From an optimization exercise on the open Yosys and OpenROAD flow, aimed at a short achievable clock period and few clock cycles; shortcuts taken in it are not production practice. The RTL was checked by simulation tests, not by an equivalence proof against the original design. Power is estimated from default activity; no workload was simulated.

`flow/run.sh`:
```
#!/bin/bash
# synth_recipe.tcl (not shown) runs the flow's synth.tcl, then flattens the netlist and writes it again
# the make line also repeats each setting of config.mk as NAME=value (left out here)
make -C /OpenROAD-flow-scripts/flow DESIGN_CONFIG=/design/flow/config.mk WORK_HOME=/design/flow/orfs CLKGATE_MAP_FILE= SYNTH_SCRIPT=/design/flow/synth_recipe.tcl finish
```
`flow/config.mk`:
```
export PLATFORM = sky130hd
export DESIGN_NAME = processor
export DESIGN_NICKNAME = processor
export VERILOG_FILES = /design/flow/design.v
export SDC_FILE = /design/flow/constraint.sdc
export NUM_CORES = 4
export LEC_CHECK = 0
export CAP_MARGIN = 20
export CORE_MARGIN = 2
export CORE_UTILIZATION = 40
export SETUP_SLACK_MARGIN = 3.6
export SLEW_MARGIN = 20
```
`flow/constraint.sdc`:
```
create_clock -name core_clock -period 6.0 [get_ports {clock}]
set_input_delay 1.2000 -clock core_clock [delete_from_list [all_inputs] [get_ports {clock}]]
set_output_delay 1.2000 -clock core_clock [all_outputs]
set_load 0.01 [all_outputs]
```
`flow/design.v`:
```
`timescale 1ns/1ps
package isa_pkg;
    localparam int xlen = 32;
    localparam logic [4:0] op_rtype = 5'd0;
    localparam logic [4:0] op_j     = 5'd1;
    localparam logic [4:0] op_bne   = 5'd2;
    localparam logic [4:0] op_addi  = 5'd5;
    localparam logic [4:0] op_blt   = 5'd6;
    localparam logic [4:0] op_sw    = 5'd7;
    localparam logic [4:0] op_lw    = 5'd8;
    localparam logic [4:0] fn_add = 5'd0;
    localparam logic [4:0] fn_sub = 5'd1;
    localparam logic [4:0] fn_and = 5'd2;
    localparam logic [4:0] fn_or  = 5'd3;
    localparam logic [4:0] fn_sll = 5'd4;
    localparam logic [4:0] fn_sra = 5'd5;
    localparam logic [4:0] status_reg = 5'd30;  
    localparam logic [1:0] code_add  = 2'd1;
    localparam logic [1:0] code_addi = 2'd2;
    localparam logic [1:0] code_sub  = 2'd3;
endpackage
`timescale 1ns/1ps
`timescale 1ns/1ps
`timescale 1ns/1ps
`timescale 1ns/1ps
module ks_add #(
    parameter int W = 32,
    parameter int L = 5           
) (
    input  logic [W-1:0] a,
    input  logic [W-1:0] b,
    input  logic         cin,
    output logic [W-1:0] s,
    output logic         cout
);
    logic [W-1:0] g [0:L];
    logic [W-1:0] p [0:L];
    logic [W-1:0] x;
    assign x = a ^ b;
    always_comb begin
        g[0] = a & b;
        p[0] = x;
        g[0][0] = (a[0] & b[0]) | (x[0] & cin);
        for (int l = 1; l <= L; l++) begin
            for (int i = 0; i < W; i++) begin
                if (i >= (1 << (l - 1))) begin
                    g[l][i] = g[l-1][i] | (p[l-1][i] & g[l-1][i - (1 << (l - 1))]);
                    p[l][i] = p[l-1][i] & p[l-1][i - (1 << (l - 1))];
                end else begin
                    g[l][i] = g[l-1][i];
                    p[l][i] = p[l-1][i];
                end
            end
        end
    end
    assign s    = x ^ {g[L][W-2:0], cin};
    assign cout = g[L][W-1];
endmodule
module alu (
    input  logic [31:0] a,
    input  logic [31:0] b,
    input  logic [4:0]  shamt,
    input  logic        sel_add,
    input  logic        sel_sub,
    input  logic        sel_and,
    input  logic        sel_or,
    input  logic        sel_sll,
    input  logic        sel_sra,
    output logic [31:0] result,
    output logic        ovf_add,
    output logic        ovf_sub,
    output logic        not_equal,
    output logic        less_than
);
    logic [31:0] sum;
    logic [31:0] diff;
    logic        c_add, c_sub, c_lt;
    logic [31:0] unused_lt;
    ks_add #(.W(32)) i_add (.a(a), .b(b),  .cin(1'b0), .s(sum),  .cout(c_add));
    ks_add #(.W(32)) i_sub (.a(a), .b(~b), .cin(1'b1), .s(diff), .cout(c_sub));
    assign ovf_add = (a[31] == b[31]) && (sum[31] != a[31]);
    assign ovf_sub = (a[31] != b[31]) && (diff[31] != a[31]);
    assign result = ({32{sel_add}} & sum)
                  | ({32{sel_sub}} & diff)
                  | ({32{sel_and}} & (a & b))
                  | ({32{sel_or}}  & (a | b))
                  | ({32{sel_sll}} & (a << shamt))
                  | ({32{sel_sra}} & 32'($signed(a) >>> shamt));
    ks_add #(.W(32)) i_lt (
        .a    ({~a[31], a[30:0]}),
        .b    (~{~b[31], b[30:0]}),
        .cin  (1'b1),
        .s    (unused_lt),
        .cout (c_lt)
    );
    assign not_equal = (a != b);
    assign less_than = !c_lt;
endmodule
`timescale 1ns/1ps
`timescale 1ns/1ps
`timescale 1ns/1ps
module processor #(
    parameter logic [isa_pkg::xlen-1:0] reset_pc = '0
) (
    input  logic            clock,
    input  logic            rst,
    output logic [isa_pkg::xlen-1:0] address_imem,
    input  logic [isa_pkg::xlen-1:0] q_imem,
    output logic [isa_pkg::xlen-1:0] address_dmem,
    output logic [isa_pkg::xlen-1:0] data,
    output logic            wren,
    input  logic [isa_pkg::xlen-1:0] q_dmem,
    output logic            ctrl_writeEnable,
    output logic [4:0]      ctrl_writeReg,
    output logic [4:0]      ctrl_readRegA,
    output logic [4:0]      ctrl_readRegB,
    output logic [isa_pkg::xlen-1:0] data_writeReg,
    input  logic [isa_pkg::xlen-1:0] data_readRegA,
    input  logic [isa_pkg::xlen-1:0] data_readRegB
);
    logic        stall;           
    logic        kill_x;          
    logic        kill_d;          
    logic        redirect;        
    logic [31:0] redirect_target;
    logic [31:0] pc;
    logic [31:0] pc_inc;
    logic        pc_inc_c;
    logic [31:0] bht;             
    logic [4:0]  f_op;
    logic        f_is_j, f_is_br, f_is_sw, f_pred_t;
    logic        f_use_a, f_use_b;
    logic [31:0] f_jtarget, f_btarget, f_next;
    logic        f_btarget_c;
    logic [4:0]  f_ra, f_rb;
    assign address_imem = pc;
    ks_add #(.W(32)) i_pc_inc (.a(pc), .b(32'd0), .cin(1'b1), .s(pc_inc), .cout(pc_inc_c));
    assign f_op    = q_imem[31:27];
    assign f_is_j  = (f_op == isa_pkg::op_j);
    assign f_is_br = (f_op == isa_pkg::op_bne) || (f_op == isa_pkg::op_blt);
    assign f_is_sw = (f_op == isa_pkg::op_sw);
    assign f_use_a = (f_op == isa_pkg::op_rtype) || (f_op == isa_pkg::op_addi) ||
                     (f_op == isa_pkg::op_lw) || f_is_sw || f_is_br;
    assign f_use_b = (f_op == isa_pkg::op_rtype) || f_is_sw || f_is_br;
    ks_add #(.W(32)) i_f_target (
        .a    (pc),
        .b    ({{15{q_imem[16]}}, q_imem[16:0]}),
        .cin  (1'b1),
        .s    (f_btarget),
        .cout (f_btarget_c)
    );
    assign f_jtarget = {{5{q_imem[26]}}, q_imem[26:0]};
    assign f_pred_t  = f_is_br && (q_imem[16] || bht[pc[4:0]]);
    always_comb begin
        if (f_is_j)        f_next = f_jtarget;
        else if (f_pred_t) f_next = f_btarget;
        else               f_next = pc_inc;
    end
    assign f_ra = f_is_br ? q_imem[26:22] : q_imem[21:17];
    assign f_rb = f_is_br ? q_imem[21:17] : (f_is_sw ? q_imem[26:22] : q_imem[16:12]);
    always_ff @(posedge clock) begin
        if (rst) begin
            pc <= reset_pc;
        end else if (redirect) begin
            pc <= redirect_target;
        end else if (!stall) begin
            pc <= f_next;
        end
    end
    logic        d_valid;
    logic [31:0] d_instr;
    logic [31:0] d_pc, d_pcp1;
    logic [4:0]  d_ra, d_rb;
    logic        d_use_a, d_use_b;
    always_ff @(posedge clock) begin
        if (rst || redirect) begin
            d_valid <= 1'b0;
        end else if (!stall) begin
            d_valid <= 1'b1;
        end
        if (!stall) begin
            d_instr <= q_imem;
            d_pc    <= pc;
            d_pcp1  <= pc_inc;
            d_ra    <= f_ra;
            d_rb    <= f_rb;
            d_use_a <= f_use_a;
            d_use_b <= f_use_b;
        end
    end
    assign ctrl_readRegA = d_ra;
    assign ctrl_readRegB = d_rb;
    logic [4:0]  d_op, d_rd, d_fn;
    logic        d_is_r, d_is_addi, d_is_lw, d_is_sw, d_is_bne, d_is_blt, d_is_j;
    logic        d_wr_rd, d_use_imm;
    logic [1:0]  d_code;
    logic [31:0] d_imm, d_target, d_btarget;
    logic        d_btarget_c;
    assign d_op      = d_instr[31:27];
    assign d_rd      = d_instr[26:22];
    assign d_fn      = d_instr[6:2];
    assign d_is_r    = (d_op == isa_pkg::op_rtype);
    assign d_is_addi = (d_op == isa_pkg::op_addi);
    assign d_is_lw   = (d_op == isa_pkg::op_lw);
    assign d_is_sw   = (d_op == isa_pkg::op_sw);
    assign d_is_bne  = (d_op == isa_pkg::op_bne);
    assign d_is_blt  = (d_op == isa_pkg::op_blt);
    assign d_is_j    = (d_op == isa_pkg::op_j);
    assign d_wr_rd   = (d_is_r || d_is_addi || d_is_lw) && (d_rd != 5'd0);
    assign d_use_imm = d_is_addi || d_is_lw || d_is_sw;
    assign d_imm     = {{15{d_instr[16]}}, d_instr[16:0]};
    always_comb begin
        if (d_is_addi)                               d_code = isa_pkg::code_addi;
        else if (d_is_r && d_fn == isa_pkg::fn_add)  d_code = isa_pkg::code_add;
        else if (d_is_r && d_fn == isa_pkg::fn_sub)  d_code = isa_pkg::code_sub;
        else                                         d_code = 2'd0;
    end
    ks_add #(.W(32)) i_d_target (.a(d_pc), .b(d_imm), .cin(1'b1), .s(d_btarget), .cout(d_btarget_c));
    assign d_target = d_is_j ? {{5{d_instr[26]}}, d_instr[26:0]} : d_btarget;
    logic        m_wr_final;
    logic [4:0]  m_dest_final;
    logic [31:0] m_value;
    logic        d_hit_ma, d_hit_mb;
    logic [31:0] d_rega, d_regb;
    assign d_hit_ma = m_wr_final && (m_dest_final == d_ra);
    assign d_hit_mb = m_wr_final && (m_dest_final == d_rb);
    assign d_rega   = d_hit_ma ? m_value : data_readRegA;
    assign d_regb   = d_hit_mb ? m_value : data_readRegB;
    logic        x_wr_rd, x_is_lw, x_is_sw, x_is_bne, x_is_blt, x_is_j, x_dep;
    logic [1:0]  x_code;
    logic [4:0]  x_rd, x_shamt;
    logic        x_sel_add, x_sel_sub, x_sel_and, x_sel_or, x_sel_sll, x_sel_sra;
    logic [31:0] x_opa, x_opb, x_sd;
    logic        x_ba, x_bb, x_bs;
    logic [31:0] x_target, x_pc, x_pcp1;
    logic        d_match_a, d_match_b, d_dep;
    logic        x_bubble;
    assign d_match_a = x_wr_rd && !kill_x && (x_rd == d_ra);
    assign d_match_b = x_wr_rd && !kill_x && (x_rd == d_rb);
    assign d_dep = (x_code != 2'd0) && !kill_x &&
                   ((d_use_a && (d_ra == x_rd || d_ra == isa_pkg::status_reg)) ||
                    (d_use_b && (d_rb == x_rd || d_rb == isa_pkg::status_reg)));
    assign stall = d_valid && x_is_lw && x_wr_rd && !kill_x &&
                   ((d_use_a && (x_rd == d_ra)) || (d_use_b && (x_rd == d_rb)));
    assign x_bubble = rst || kill_d || stall || !d_valid;
    always_ff @(posedge clock) begin
        if (x_bubble) begin
            x_wr_rd  <= 1'b0;
            x_is_lw  <= 1'b0;
            x_is_sw  <= 1'b0;
            x_is_bne <= 1'b0;
            x_is_blt <= 1'b0;
            x_is_j   <= 1'b0;
            x_code   <= 2'd0;
            x_dep    <= 1'b0;
        end else begin
            x_wr_rd  <= d_wr_rd;
            x_is_lw  <= d_is_lw;
            x_is_sw  <= d_is_sw;
            x_is_bne <= d_is_bne;
            x_is_blt <= d_is_blt;
            x_is_j   <= d_is_j;
            x_code   <= d_code;
            x_dep    <= d_dep;
        end
        x_rd      <= d_rd;
        x_shamt   <= d_instr[11:7];
        x_sel_add <= d_use_imm || (d_is_r && d_fn == isa_pkg::fn_add);
        x_sel_sub <= d_is_r && d_fn == isa_pkg::fn_sub;
        x_sel_and <= d_is_r && d_fn == isa_pkg::fn_and;
        x_sel_or  <= d_is_r && d_fn == isa_pkg::fn_or;
        x_sel_sll <= d_is_r && d_fn == isa_pkg::fn_sll;
        x_sel_sra <= d_is_r && d_fn == isa_pkg::fn_sra;
        x_opa     <= d_rega;
        x_opb     <= d_use_imm ? d_imm : d_regb;
        x_sd      <= d_regb;
        x_ba      <= d_match_a;
        x_bb      <= d_match_b && !d_use_imm;
        x_bs      <= d_match_b;
        x_target  <= d_target;
        x_pc      <= d_pc;
        x_pcp1    <= d_pcp1;
    end
    logic [31:0] m_result;
    logic [31:0] xa, xb, xs;
    assign xa = x_ba ? m_result : x_opa;
    assign xb = x_bb ? m_result : x_opb;
    assign xs = x_bs ? m_result : x_sd;
    logic [31:0] x_result;
    logic        x_ovf_add, x_ovf_sub, x_ne, x_lt;
    logic        x_exc, x_taken;
    alu i_alu (
        .a         (xa),
        .b         (xb),
        .shamt     (x_shamt),
        .sel_add   (x_sel_add),
        .sel_sub   (x_sel_sub),
        .sel_and   (x_sel_and),
        .sel_or    (x_sel_or),
        .sel_sll   (x_sel_sll),
        .sel_sra   (x_sel_sra),
        .result    (x_result),
        .ovf_add   (x_ovf_add),
        .ovf_sub   (x_ovf_sub),
        .not_equal (x_ne),
        .less_than (x_lt)
    );
    assign x_exc   = ((x_code == isa_pkg::code_sub) && x_ovf_sub) ||
                     ((x_code == isa_pkg::code_add || x_code == isa_pkg::code_addi) && x_ovf_add);
    assign x_taken = x_is_j || (x_is_bne && x_ne) || (x_is_blt && x_lt);
    logic        m_wr_rd, m_exc, m_is_lw, m_is_sw, m_is_br, m_cti, m_taken;
    logic [1:0]  m_code;
    logic [4:0]  m_rd, m_bidx;
    logic [31:0] m_sd, m_target, m_pcp1;
    always_ff @(posedge clock) begin
        if (rst || kill_x) begin
            m_wr_rd <= 1'b0;
            m_exc   <= 1'b0;
            m_is_lw <= 1'b0;
            m_is_sw <= 1'b0;
            m_is_br <= 1'b0;
            m_cti   <= 1'b0;
        end else begin
            m_wr_rd <= x_wr_rd;
            m_exc   <= x_exc;
            m_is_lw <= x_is_lw;
            m_is_sw <= x_is_sw;
            m_is_br <= x_is_bne || x_is_blt;
            m_cti   <= x_is_bne || x_is_blt || x_is_j;
        end
        m_taken  <= x_taken;
        m_code   <= x_code;
        m_rd     <= x_rd;
        m_result <= x_result;
        m_sd     <= xs;
        m_target <= x_target;
        m_pcp1   <= x_pcp1;
        m_bidx   <= x_pc[4:0];
    end
    logic c_x, c_d, c_f, replay;
    assign c_x = m_taken ? (m_target == x_pc) : (m_pcp1 == x_pc);
    assign c_d = m_taken ? (m_target == d_pc) : (m_pcp1 == d_pc);
    assign c_f = m_taken ? (m_target == pc)   : (m_pcp1 == pc);
    assign replay   = m_exc && x_dep;
    assign kill_x   = (m_cti && !c_x) || replay;
    assign kill_d   = (m_cti && !c_x && !c_d) || replay;
    assign redirect = (m_cti && !c_x && !c_d && !c_f) || replay;
    always_comb begin
        if (replay)       redirect_target = x_pc;
        else if (m_taken) redirect_target = m_target;
        else              redirect_target = m_pcp1;
    end
    always_ff @(posedge clock) begin
        if (rst) begin
            bht <= '0;
        end else if (m_is_br) begin
            bht[m_bidx] <= m_taken;
        end
    end
    assign address_dmem = m_result;
    assign data         = m_sd;
    assign wren         = m_is_sw;
    assign m_wr_final   = m_exc || m_wr_rd;
    assign m_dest_final = m_exc ? isa_pkg::status_reg : m_rd;
    assign m_value      = m_is_lw ? q_dmem : (m_exc ? {30'd0, m_code} : m_result);
    logic        w_we;
    logic [4:0]  w_dest;
    logic [31:0] w_value;
    always_ff @(posedge clock) begin
        if (rst) begin
            w_we <= 1'b0;
        end else begin
            w_we <= m_wr_final;
        end
        w_dest  <= m_dest_final;
        w_value <= m_value;
    end
    assign ctrl_writeEnable = w_we;
    assign ctrl_writeReg    = w_dest;
    assign data_writeReg    = w_value;
endmodule
```
==> results of run 1 <==
## flip-flops by register name, indices dropped and copies added (netlist names), 32 cells and up
signal / flops
bht: 32
d_instr: 32
d_pc: 32
d_pcp1: 32
m_pcp1: 32
m_result: 32
m_sd: 32
m_target: 32
pc: 32
w_value: 32
x_opa: 32
x_opb: 32
x_pc: 32
x_pcp1: 32
x_sd: 32
x_target: 32
## cells by family after synthesis
group                      share of synthesized area
buffers and inverters                         0.0450
AOI/OAI and AO/OA                              0.178
muxes                                          0.137
xor gates and xnor gates                      0.0551
adders and majority gates                     0.0651
and+or+nand+nor                                0.133
DFF                                            0.386
## timing repair
item | CTS | global route
resized for setup | 1159 | 326
pin swaps | 155 | 166
buffers inserted | 303 | 119
gates cloned | 23 | 1
setup endpoints to repair | 445 | 320
hold buffers | 0 | 0
## synth_stat cells (32+ instances only)
cell type / count / area [um2]
o211ai_1: 51 / 383
a21oi_1: 262 / 1310
inv_1: 166 / 623
nor4_1: 41 / 257
nand3_1: 65 / 325
buf_1: 32 / 120
nor3b_1: 37 / 278
xnor2_1: 170 / 1490
nor2_1: 277 / 1040
mux2_2: 117 / 1320
xor2_1: 36 / 315
mux4_2: 44 / 991
nand2_1: 283 / 1060
dfxtp_1: 470 / 9410
nor3_1: 53 / 265
clkbuf_1: 133 / 499
mux2i_1: 152 / 1520
o21ai_0: 212 / 1060
edfxtp_1: 108 / 3240
ha_1: 164 / 2050
## stage by stage
step,utilization,area (um2),cells,hold slack (ns)
after global placement,0.460,37200,4663,0.310
after detailed placement,0.460,37200,4664,0.312
after CTS,0.552,44600,5113,0.305
after floorplan,-,33700,3468,0.310
after global routing,0.579,46800,5234,0.329
final,0.579,46800,5234,0.315
## layer usage
layer | track usage | wire [um] | vias to the layer above | share of wire
met5 | 0 | 0 | - | 0
met4 | 0.167 | 8720 | 0 | 0.062
met3 | 0.0490 | 11000 | 416 | 0.078
met2 | 0.521 | 65000 | 1579 | 0.46
met1 | 0.410 | 56400 | 15100 | 0.40
li1 | - | - | 13900 | -
## worst reg2reg max path, stage by stage (launching register included)
cell and delay (ns):
dfxtp_4 0.37, buf_12 0.17, buf_16 0.19, mux2_2 0.43, inv_1 0.12, ha_4 0.20
inv_1 0.06, a21o_1 0.25, a211o_1 0.33, or4b_4 0.56, a31oi_4 0.27, a22oi_1 0.16
o2111ai_1 0.31
## layout by cell type, fill, tap and decap left out, drive strengths merged, types with 16 or more instances in the layout
| cell type | n |
|---|---|
| a211o | 17 |
| a211oi | 30 |
| a21o | 30 |
| a21oi | 262 |
| a221oi | 32 |
| a22oi | 22 |
| a31oi | 27 |
| and2 | 16 |
| buf | 578 |
| clkbuf | 106 |
| clkdlybuf4s15 | 47 |
| clkdlybuf4s50 | 111 |
| clkinv | 17 |
| dfxtp | 470 |
| edfxtp | 108 |
| ha | 164 |
| inv | 183 |
| mux2 | 117 |
| mux2i | 184 |
| mux4 | 44 |
| nand2 | 283 |
| nand2b | 26 |
| nand3 | 66 |
| nand4 | 26 |
| nor2 | 278 |
| nor2b | 24 |
| nor3 | 56 |
| nor3b | 37 |
| nor4 | 42 |
| o211ai | 51 |
| o21a | 21 |
| o21ai | 216 |
| o221ai | 29 |
| o31ai | 16 |
| xnor2 | 170 |
| xor2 | 36 |
## worst paths after layout
check / to / from / cells past startpoint / slack, ns
min: m_target[4] / x_target[4] / 0 / 0.31
min reg2reg: m_target[4] / x_target[4] / 0 / 0.31
max reg2reg: m_result[23] / x_ba / 12 / 2.44
max: m_result[23] / x_ba / 12 / 2.44
## final cells by class
type                       count  share of cell area
antenna                        1           0.0000535
clock buffer                  92              0.0412
clock inverter                31             0.00922
inverter                     170              0.0151
multi-input combinational   2528               0.471
sequential                   578               0.276
tap                         1060              0.0283
timing repair buffer         759               0.154
timing repair inverter        15             0.00537
## power by group
part,total [mW],switching [mW],leakage (nW),internal (mW)
Clock,4.39,1.79,1.14,2.59
Sequential,4.50,0.276,5.18,4.22
Combinational,2.81,1.52,12.3,1.29
Total,11.7,3.59,18.6,8.10
==> summary.txt, run 1 <==
crit path capture type flop; Sequential Area 12900 um2; Port-buffer cells 274; Final Skew about 0.026 ns; hpwl dp around 96000 um; CP most frequent cell inv_1; die width slightly below 300 um; CTS tree done; Tcrit/Tclk final 0.593; Max IR drop VDD 220 uV; final slew viol count 0; setup_tns 0 ns; unrepaired setup endpoints after global routing yes; CTS buffer count just under 70; CP Buf/Inv Count 4; Cell Rows 104; nets@finish 4418; CTS sink cnt 578; Worst setup SP type flop; Setup WS post-layout about 2.4 ns; clk slew on worst S/H paths about 0.060 ns; core area 80800 um2; vias in the first global route 29700; count of cell types in the netlist 96; largest net degree at the start of global routing 64; sequential-to-total area share from yosys stat 0.386; DR iter-0 viols 3404; io pins around 280; Worst Hold Class reg -> reg; multi-input logic area approximately 22000 um2; CTS Buffer Depth 3; Max FO, Critical Path 8; static leakage 18.6 nW; EDFF count, synth 108; #FFs+latches synth 578; actual slew at the worst max-slew pin 0.933 ns; clock latency on the worst-skew pair 0.63 ns; starting density of the core 0.405; Tmin final between 3 and 4 ns; GRT overflow 0; first-pass GRT wire length 201000 um; pwr dens 250 nW/um2; routed length per instance 27.0 um; root buffer cell clkbuf_16; chip height ~290 um; DR DRC count 0; fmax approximately 0.28 GHz; layout cells sized above 1 0.363; RD Place Congestion 0.965; cells along the critical path buf_12 > buf_16 > mux2_2 > inv_1 > ha_4 > inv_1 > a21o_1 > a211o_1 > or4b_4 > a31oi_4 > a22oi_1 > o2111ai_1; vias slightly above 30000; CP max stage delay 0.56 ns; Final setup viols 0; syn_nets roughly 3800; synth warn 4; Post-DRT Antenna Nets 0; Setup Slack @ Placement 1.45 ns; CP Data Arrival Time just over 4 ns; DIE AREA 84200 um2; initial antenna violation count 2; Req. time, crit path roughly 6.5 ns; Post-synth ARST share 0; CP max stage cell or4b_4; Via density ~6; Synth Cell Area approximately 33000 um2; GRT Total Usage 0.320; Post-Syn Instances 3468; Max H-tree Level 3; fillers 6906; Final Hold Fails 0; synthesized area per cell 9.44 um2; drt first pass iters 9; Slew HR 0.370; Layout area overhead 42.9%; Synth Flop Type dfxtp_1; Crit path max-delay family compound AO/OA/AOI/OAI gates; total wire length ~140000 um; Crit Path Class reg -> reg; status complete, no violations; total power ~12 mW; Max Cap Viol 0
Testbench counts, summed over its fixed seeds: cycles 14,861.
==> run 2: changes to the inputs <==
--- a/flow/design.v
+++ b/flow/design.v
@@ -56,6 +56,46 @@
     assign s    = x ^ {g[L][W-2:0], cin};
     assign cout = g[L][W-1];
 endmodule
+module add32 (
+    input  logic [31:0] a,
+    input  logic [31:0] b,
+    output logic [31:0] s
+);
+    assign s = a + b;
+endmodule
+module add32c (
+    input  logic [31:0] a,
+    input  logic [31:0] b,
+    output logic [31:0] s
+);
+    logic [32:0] t;
+    assign t = {a, 1'b1} + {b, 1'b1};
+    assign s = t[32:1];
+endmodule
+module sub32 (
+    input  logic [31:0] a,
+    input  logic [31:0] b,
+    output logic [31:0] d
+);
+    assign d = a - b;
+endmodule
+module slt32 (
+    input  logic [31:0] a,
+    input  logic [31:0] b,
+    output logic        lt
+);
+    assign lt = ($signed(a) < $signed(b));
+endmodule
+module shift32 (
+    input  logic [31:0] a,
+    input  logic [4:0]  shamt,
+    input  logic        sel_sll,
+    input  logic        sel_sra,
+    output logic [31:0] y
+);
+    assign y = ({32{sel_sll}} & (a << shamt))
+             | ({32{sel_sra}} & 32'($signed(a) >>> shamt));
+endmodule
 module alu (
     input  logic [31:0] a,
     input  logic [31:0] b,
@@ -66,7 +106,9 @@
     input  logic        sel_or,
     input  logic        sel_sll,
     input  logic        sel_sra,
+    input  logic [2:0]  fwd,          
     output logic [31:0] result,
+    output logic [95:0] result_fwd,       
     output logic        ovf_add,
     output logic        ovf_sub,
     output logic        not_equal,
@@ -74,27 +116,26 @@
 );
     logic [31:0] sum;
     logic [31:0] diff;
-    logic        c_add, c_sub, c_lt;
-    logic [31:0] unused_lt;
-    ks_add #(.W(32)) i_add (.a(a), .b(b),  .cin(1'b0), .s(sum),  .cout(c_add));
-    ks_add #(.W(32)) i_sub (.a(a), .b(~b), .cin(1'b1), .s(diff), .cout(c_sub));
+    logic [31:0] shifted;
+    logic [31:0] other;
+    add32   i_add   (.a(a), .b(b), .s(sum));
+    sub32   i_sub   (.a(a), .b(b), .d(diff));
+    slt32   i_lt    (.a(a), .b(b), .lt(less_than));
+    shift32 i_shift (.a(a), .shamt(shamt), .sel_sll(sel_sll), .sel_sra(sel_sra), .y(shifted));
     assign ovf_add = (a[31] == b[31]) && (sum[31] != a[31]);
     assign ovf_sub = (a[31] != b[31]) && (diff[31] != a[31]);
-    assign result = ({32{sel_add}} & sum)
-                  | ({32{sel_sub}} & diff)
-                  | ({32{sel_and}} & (a & b))
-                  | ({32{sel_or}}  & (a | b))
-                  | ({32{sel_sll}} & (a << shamt))
-                  | ({32{sel_sra}} & 32'($signed(a) >>> shamt));
-    ks_add #(.W(32)) i_lt (
-        .a    ({~a[31], a[30:0]}),
-        .b    (~{~b[31], b[30:0]}),
-        .cin  (1'b1),
-        .s    (unused_lt),
-        .cout (c_lt)
-    );
+    assign other = ({32{sel_and}} & (a & b))
+                 | ({32{sel_or}}  & (a | b))
+                 | shifted;
+    assign result = ({32{sel_add}} & sum) | ({32{sel_sub}} & diff) | other;
+    always_comb begin
+        for (int k = 0; k < 3; k++) begin
+            result_fwd[32*k +: 32] = ({32{sel_add && fwd[k]}} & sum)
+                          | ({32{sel_sub && fwd[k]}} & diff)
+                          | ({32{fwd[k]}} & other);
+        end
+    end
     assign not_equal = (a != b);
-    assign less_than = !c_lt;
 endmodule
 `timescale 1ns/1ps
 `timescale 1ns/1ps
@@ -125,16 +166,14 @@
     logic [31:0] redirect_target;
     logic [31:0] pc;
     logic [31:0] pc_inc;
-    logic        pc_inc_c;
     logic [31:0] bht;             
     logic [4:0]  f_op;
     logic        f_is_j, f_is_br, f_is_sw, f_pred_t;
     logic        f_use_a, f_use_b;
     logic [31:0] f_jtarget, f_btarget, f_next;
-    logic        f_btarget_c;
     logic [4:0]  f_ra, f_rb;
     assign address_imem = pc;
-    ks_add #(.W(32)) i_pc_inc (.a(pc), .b(32'd0), .cin(1'b1), .s(pc_inc), .cout(pc_inc_c));
+    assign pc_inc = pc + 32'd1;
     assign f_op    = q_imem[31:27];
     assign f_is_j  = (f_op == isa_pkg::op_j);
     assign f_is_br = (f_op == isa_pkg::op_bne) || (f_op == isa_pkg::op_blt);
@@ -142,15 +181,19 @@
     assign f_use_a = (f_op == isa_pkg::op_rtype) || (f_op == isa_pkg::op_addi) ||
                      (f_op == isa_pkg::op_lw) || f_is_sw || f_is_br;
     assign f_use_b = (f_op == isa_pkg::op_rtype) || f_is_sw || f_is_br;
-    ks_add #(.W(32)) i_f_target (
-        .a    (pc),
-        .b    ({{15{q_imem[16]}}, q_imem[16:0]}),
-        .cin  (1'b1),
-        .s    (f_btarget),
-        .cout (f_btarget_c)
-    );
+    logic [10:0] f_lo;
+    logic [21:0] pc_hi_inc, pc_hi_dec;
+    assign f_lo      = {1'b0, pc[9:0]} + {1'b0, q_imem[9:0]} + 11'd1;
+    assign pc_hi_inc = pc[31:10] + 22'd1;
+    assign pc_hi_dec = pc[31:10] - 22'd1;
+    always_comb begin
+        if (q_imem[16]) f_btarget[31:10] = f_lo[10] ? pc[31:10] : pc_hi_dec;
+        else            f_btarget[31:10] = f_lo[10] ? pc_hi_inc : pc[31:10];
+        f_btarget[9:0] = f_lo[9:0];
+    end
     assign f_jtarget = {{5{q_imem[26]}}, q_imem[26:0]};
-    assign f_pred_t  = f_is_br && (q_imem[16] || bht[pc[4:0]]);
+    logic f_bht, f_bht_next;
+    assign f_pred_t  = f_is_br && (q_imem[16] || f_bht);
     always_comb begin
         if (f_is_j)        f_next = f_jtarget;
         else if (f_pred_t) f_next = f_btarget;
@@ -158,6 +201,21 @@
     end
     assign f_ra = f_is_br ? q_imem[26:22] : q_imem[21:17];
     assign f_rb = f_is_br ? q_imem[21:17] : (f_is_sw ? q_imem[26:22] : q_imem[16:12]);
+    always_comb begin
+        if (redirect)                   f_bht_next = replay ? bht[x_pc[4:0]] :
+                                                     (m_taken ? bht[m_target[4:0]] : bht[m_pcp1[4:0]]);
+        else if (stall)                 f_bht_next = bht[pc[4:0]];
+        else if (f_is_j)                f_bht_next = bht[q_imem[4:0]];
+        else if (f_pred_t)              f_bht_next = bht[f_lo[4:0]];
+        else                            f_bht_next = bht[pc_inc[4:0]];
+    end
+    always_ff @(posedge clock) begin
+        if (rst) begin
+            f_bht <= 1'b0;
+        end else begin
+            f_bht <= f_bht_next;
+        end
+    end
     always_ff @(posedge clock) begin
         if (rst) begin
             pc <= reset_pc;
@@ -195,7 +253,6 @@
     logic        d_wr_rd, d_use_imm;
     logic [1:0]  d_code;
     logic [31:0] d_imm, d_target, d_btarget;
-    logic        d_btarget_c;
     assign d_op      = d_instr[31:27];
     assign d_rd      = d_instr[26:22];
     assign d_fn      = d_instr[6:2];
@@ -215,7 +272,7 @@
         else if (d_is_r && d_fn == isa_pkg::fn_sub)  d_code = isa_pkg::code_sub;
         else                                         d_code = 2'd0;
     end
-    ks_add #(.W(32)) i_d_target (.a(d_pc), .b(d_imm), .cin(1'b1), .s(d_btarget), .cout(d_btarget_c));
+    add32c i_d_target (.a(d_pc), .b(d_imm), .s(d_btarget));
     assign d_target = d_is_j ? {{5{d_instr[26]}}, d_instr[26:0]} : d_btarget;
     logic        m_wr_final;
     logic [4:0]  m_dest_final;
@@ -231,7 +288,6 @@
     logic [4:0]  x_rd, x_shamt;
     logic        x_sel_add, x_sel_sub, x_sel_and, x_sel_or, x_sel_sll, x_sel_sra;
     logic [31:0] x_opa, x_opb, x_sd;
-    logic        x_ba, x_bb, x_bs;
     logic [31:0] x_target, x_pc, x_pcp1;
     logic        d_match_a, d_match_b, d_dep;
     logic        x_bubble;
@@ -271,22 +327,21 @@
         x_sel_or  <= d_is_r && d_fn == isa_pkg::fn_or;
         x_sel_sll <= d_is_r && d_fn == isa_pkg::fn_sll;
         x_sel_sra <= d_is_r && d_fn == isa_pkg::fn_sra;
-        x_opa     <= d_rega;
-        x_opb     <= d_use_imm ? d_imm : d_regb;
-        x_sd      <= d_regb;
-        x_ba      <= d_match_a;
-        x_bb      <= d_match_b && !d_use_imm;
-        x_bs      <= d_match_b;
+        x_opa     <= d_match_a ? 32'd0 : d_rega;
+        x_opb     <= d_use_imm ? d_imm : (d_match_b ? 32'd0 : d_regb);
+        x_sd      <= d_match_b ? 32'd0 : d_regb;
         x_target  <= d_target;
         x_pc      <= d_pc;
         x_pcp1    <= d_pcp1;
     end
     logic [31:0] m_result;
+    logic [31:0] m_fwd_a, m_fwd_b, m_fwd_s;
     logic [31:0] xa, xb, xs;
-    assign xa = x_ba ? m_result : x_opa;
-    assign xb = x_bb ? m_result : x_opb;
-    assign xs = x_bs ? m_result : x_sd;
+    assign xa = x_opa | m_fwd_a;
+    assign xb = x_opb | m_fwd_b;
+    assign xs = x_sd  | m_fwd_s;
     logic [31:0] x_result;
+    logic [95:0] x_result_fwd;
     logic        x_ovf_add, x_ovf_sub, x_ne, x_lt;
     logic        x_exc, x_taken;
     alu i_alu (
@@ -299,7 +354,9 @@
         .sel_or    (x_sel_or),
         .sel_sll   (x_sel_sll),
         .sel_sra   (x_sel_sra),
+        .fwd       ({d_match_b, d_match_b && !d_use_imm, d_match_a}),
         .result    (x_result),
+        .result_fwd(x_result_fwd),
         .ovf_add   (x_ovf_add),
         .ovf_sub   (x_ovf_sub),
         .not_equal (x_ne),
@@ -308,6 +365,12 @@
     assign x_exc   = ((x_code == isa_pkg::code_sub) && x_ovf_sub) ||
                      ((x_code == isa_pkg::code_add || x_code == isa_pkg::code_addi) && x_ovf_add);
     assign x_taken = x_is_j || (x_is_bne && x_ne) || (x_is_blt && x_lt);
+    logic x_cxt, x_cxn, x_cdt, x_cdn;
+    assign x_cxt = (x_target == d_pc);
+    assign x_cxn = (x_pcp1 == d_pc);
+    assign x_cdt = (x_target == pc);
+    assign x_cdn = (x_pcp1 == pc);
+    logic        m_cxt, m_cxn, m_cdt, m_cdn;
     logic        m_wr_rd, m_exc, m_is_lw, m_is_sw, m_is_br, m_cti, m_taken;
     logic [1:0]  m_code;
     logic [4:0]  m_rd, m_bidx;
@@ -329,18 +392,28 @@
             m_cti   <= x_is_bne || x_is_blt || x_is_j;
         end
         m_taken  <= x_taken;
+        m_cxt    <= x_cxt;
+        m_cxn    <= x_cxn;
+        m_cdt    <= x_cdt;
+        m_cdn    <= x_cdn;
         m_code   <= x_code;
         m_rd     <= x_rd;
         m_result <= x_result;
+        m_fwd_a  <= x_result_fwd[31:0];
+        m_fwd_b  <= x_result_fwd[63:32];
+        m_fwd_s  <= x_result_fwd[95:64];
         m_sd     <= xs;
         m_target <= x_target;
         m_pcp1   <= x_pcp1;
         m_bidx   <= x_pc[4:0];
     end
     logic c_x, c_d, c_f, replay;
-    assign c_x = m_taken ? (m_target == x_pc) : (m_pcp1 == x_pc);
-    assign c_d = m_taken ? (m_target == d_pc) : (m_pcp1 == d_pc);
-    assign c_f = m_taken ? (m_target == pc)   : (m_pcp1 == pc);
+    assign c_x = m_taken ? m_cxt : m_cxn;
+    assign c_d = m_taken ? m_cdt : m_cdn;
+    logic c_ft, c_fn;
+    assign c_ft = (m_target == pc);
+    assign c_fn = (m_pcp1 == pc);
+    assign c_f  = m_taken ? c_ft : c_fn;
     assign replay   = m_exc && x_dep;
     assign kill_x   = (m_cti && !c_x) || replay;
     assign kill_d   = (m_cti && !c_x && !c_d) || replay;
--- a/flow/config.mk
+++ b/flow/config.mk
@@ -10,3 +10,4 @@
 export CORE_UTILIZATION = 40
 export SETUP_SLACK_MARGIN = 3.6
 export SLEW_MARGIN = 20
+export SYNTH_HIERARCHICAL = 1
==> run 2 against run 1 <==
Still clean. Clock-buffer cell count is 11 higher. Synthesized cell count is 15% higher. Clock skew up 0.0096 ns. Register-to-register slack better by 0.08 ns. Combinational power rose by 3%. Clock power increased by 7.3%. Critical path depth is 4 higher. Die area grew 13%. Critical path type unchanged. Critical endpoint is now f_bht. Largest cell class unchanged.
==> summary.txt, run 2 <==
Max H-tree Level 3; DR iter-0 viols 3124; met3 WL post-DR 11100 um; Req. time, crit path 6.59 ns; syn_nets around 4400; Final setup viols 0; Max FO, Critical Path 6; EDFF count, synth 108; actual slew at the worst max-slew pin slightly above 1 ns; total wire length roughly 150000 um; crit path capture type flop; leading cell types in the layout, fill and taps excluded dfxtp_1, nand2_1, nor2_1; Crit Path Class reg -> reg; clock latency on the worst-skew pair roughly 0.66 ns; first-pass GRT wire length 219000 um; Via density around 5.7; vias in the first global route 32600; cells along the critical path buf_12 > buf_6 > buf_16 > mux2i_4 > xnor2_1 > nor4_1 > nand4_1 > o21ai_4 > buf_6 > nor2_1 > a31oi_4 > a21oi_4 > mux2i_1 > mux2_2 > a31oi_1 > o211a_1; area leader, netlist dfxtp_1; vias 33900; hold_buf cts 0; CTS tree done; layout cells sized above 1 0.332; clk slew on worst S/H paths 0.06 ns; Crit path max-delay family compound AO/OA/AOI/OAI gates; Max IR drop VDD 205 uV; Tcrit/Tclk final 0.579; Metal-1 WL 63900 um; fmax ~0.29 GHz; Post-synth top cells dfxtp_1, nand2_1, nor2_1, a21oi_1, ha_1; Synth Flop Type dfxtp_1; CP most frequent cell buf_6; Worst Hold Class reg -> reg; chip height between 300 and 400 um; total power 12.7 mW; CP max stage delay around 0.38 ns; hpwl dp 104000 um; DR DRC count 0; Cell Rows roughly 110; starting density of the core 0.405; core area 91900 um2; Layout area overhead 38.9%; CTS buffer count 75; CP Buf/Inv Count 4; unrepaired setup endpoints after global routing yes; die width 309 um; synthesized area per cell 9.30 um2; CTS Buffer Depth 3; Synth Cell Area 37200 um2; status complete, no violations; Worst setup SP type flop; cell with the most instances after synthesis dfxtp_1; drt first pass iters 5; multi-input logic area 25000 um2; io pins 275; #FFs+latches synth 676; Area contributors post-synth dfxtp_1, edfxtp_1, ha_1; CTS sink cnt 676; met2 WL ~69000 um; routed length per instance 25.8 um; sequential-to-total area share from yosys stat 0.393; nets@finish 4956; Port-buffer cells 274; most common cell after layout, fill and taps aside dfxtp_1; GRT overflow 0; RD Place Congestion between 0.9 and 1; Max Cap Viol 0; largest net degree at the start of global routing ~70; count of cell types in the netlist 114; setup_tns 0 ns; root buffer cell clkbuf_16; Final Hold Fails 0; static leakage 22.0 nW; synth warn 8; Slew HR 0.322; Post-Syn Instances 4002; share of the synthesized area in the top cell type 0.306; Tmin final 3.48 ns; DIE AREA approximately 95000 um2; Sequential Area roughly 15000 um2; pwr dens 246 nW/um2; initial antenna violation count 4; Top Metal Used met5; Post-synth ARST share 0; CP Data Arrival Time 4.06 ns; CP max stage cell dfxtp_4; Final Skew 0.0352 ns; GRT Total Usage 0.309; final slew viol count 0; Post-DRT Antenna Nets 0; fillers 8047
==> run 2: final timing paths <==
check | slack [ns] | end | cells after the start | startpoint
worst max-delay path | 2.52 | f_bht | 16 | m_taken
worst min-delay path | 0.33 | x_pcp1[15] | 0 | d_pcp1[15]
worst max register to register | 2.52 | f_bht | 16 | m_taken
worst min register to register | 0.33 | x_pcp1[15] | 0 | d_pcp1[15]
==> run 2: area by class of cell <==
class | instances | share of cell area
clock inverters | 36 | 0.00814
flip-flops and latches | 676 | 0.286
inverters | 182 | 0.0138
repair inverters | 3 | 0.000726
diodes | 4 | 0.000194
well taps | 1243 | 0.0301
clock buffers | 103 | 0.0399
multi-input cells | 2934 | 0.485
repair buffers | 724 | 0.136
==> run 2: routing by layer <==
layer / up-vias / global-route usage
li1: 15500 / -
met1: 16500 / 0.413
met2: 1513 / 0.489
met3: 317 / 0.0488
met4: 4 / 0.141
met5: - / 0
==> run 2: power breakdown <==
group,leakage [nW],total (mW),switching (mW),internal [mW]
Clock,1.22,4.71,2.00,2.70
Sequential,5.95,5.08,0.232,4.85
Combinational,14.9,2.90,1.59,1.31
Total,22.0,12.7,3.82,8.87
==> run 2: modules after synthesis, one instance, submodules excluded <==
| module | copies in the design | cell area, um2 | cells | flops+latches |
|---|---|---|---|---|
| alu | 1 | 2590 | 388 | 0 |
| sub32 | 1 | 1820 | 265 | 0 |
| slt32 | 1 | 777 | 110 | 0 |
| add32c | 1 | 1880 | 260 | 0 |
| processor | 1 | 24900 | 2287 | 676 |
| add32 | 1 | 1740 | 241 | 0 |
| shift32 | 1 | 3460 | 451 | 0 |
==> run 2: kinds of logic (layout without fill, tap and decap cells) <==
kind of cell    count (synthesis)  in the layout  share of synthesized area
mux                           263            263                     0.0858
flops                         676            676                      0.393
fa+ha+maj                     230            230                     0.0783
buf+inv                       396           1048                     0.0432
xor+xnor                      318            318                     0.0748
simple gates                 1254           1254                      0.165
other cells                     0              4                          0
compound gates                865            869                      0.160
==> run 2: timing repair <==
| item | 4_1_cts | 5_1_grt |
|---|---|---|
| endpoints found under the setup margin | 565 | 442 |
| resized for setup | 1289 | 281 |
| setup buffers | 301 | 88 |
| gates cloned | 15 | 4 |
| pin swaps | 214 | 149 |
==> run 2: metrics by stage <==
step                      setup slack, ns  utilization  instance area, um2  hold slack [ns]  std cells
after floorplan                      2.45            -               38200            0.323       4002
after global routing                 2.45        0.562               51700            0.339       5901
after CTS                            2.62        0.541               49800            0.332       5809
after detailed placement            0.790        0.456               41900            0.327       5354
after global placement              0.804        0.456               41900            0.324       5353
final                                2.52        0.562               51700            0.333       5905
Testbench counts of run 2, summed over its fixed seeds: cycles 14,861.

==> port drivers added, routing unchanged <==
Ports are ideal in the flow. The routed layouts listed here were re-timed in OpenROAD. Step 1: set_driving_cell puts a clkbuf_16 on clock and a buf_2 on each other input, an assumption about the parent block. Step 2, shift: input delay + t, output delay - t, t = (earliest + latest rising clock arrival at the registers) / 2. This alone moves slack from input paths to output paths. Slacks: no drivers / after step 1 / after step 2; pairs: no drivers / after step 1.
run | t, ns | setup WS [ns] | hold WS [ns] | latest minus earliest clock arrival (ns)
run 1 | 0.680 | 2.441 / 2.441 / 2.187 | 0.315 / 0.315 / 0.315 | 0.026 / 0.026
run 2 | 0.710 | 2.525 / 2.525 / 1.904 | 0.333 / 0.333 / 0.333 | 0.035 / 0.035
After both steps setup and hold are still met in every run listed. The setup slack of run 2, which loses most, moves by 0.000 ns with the drivers and by -0.621 ns with both steps.
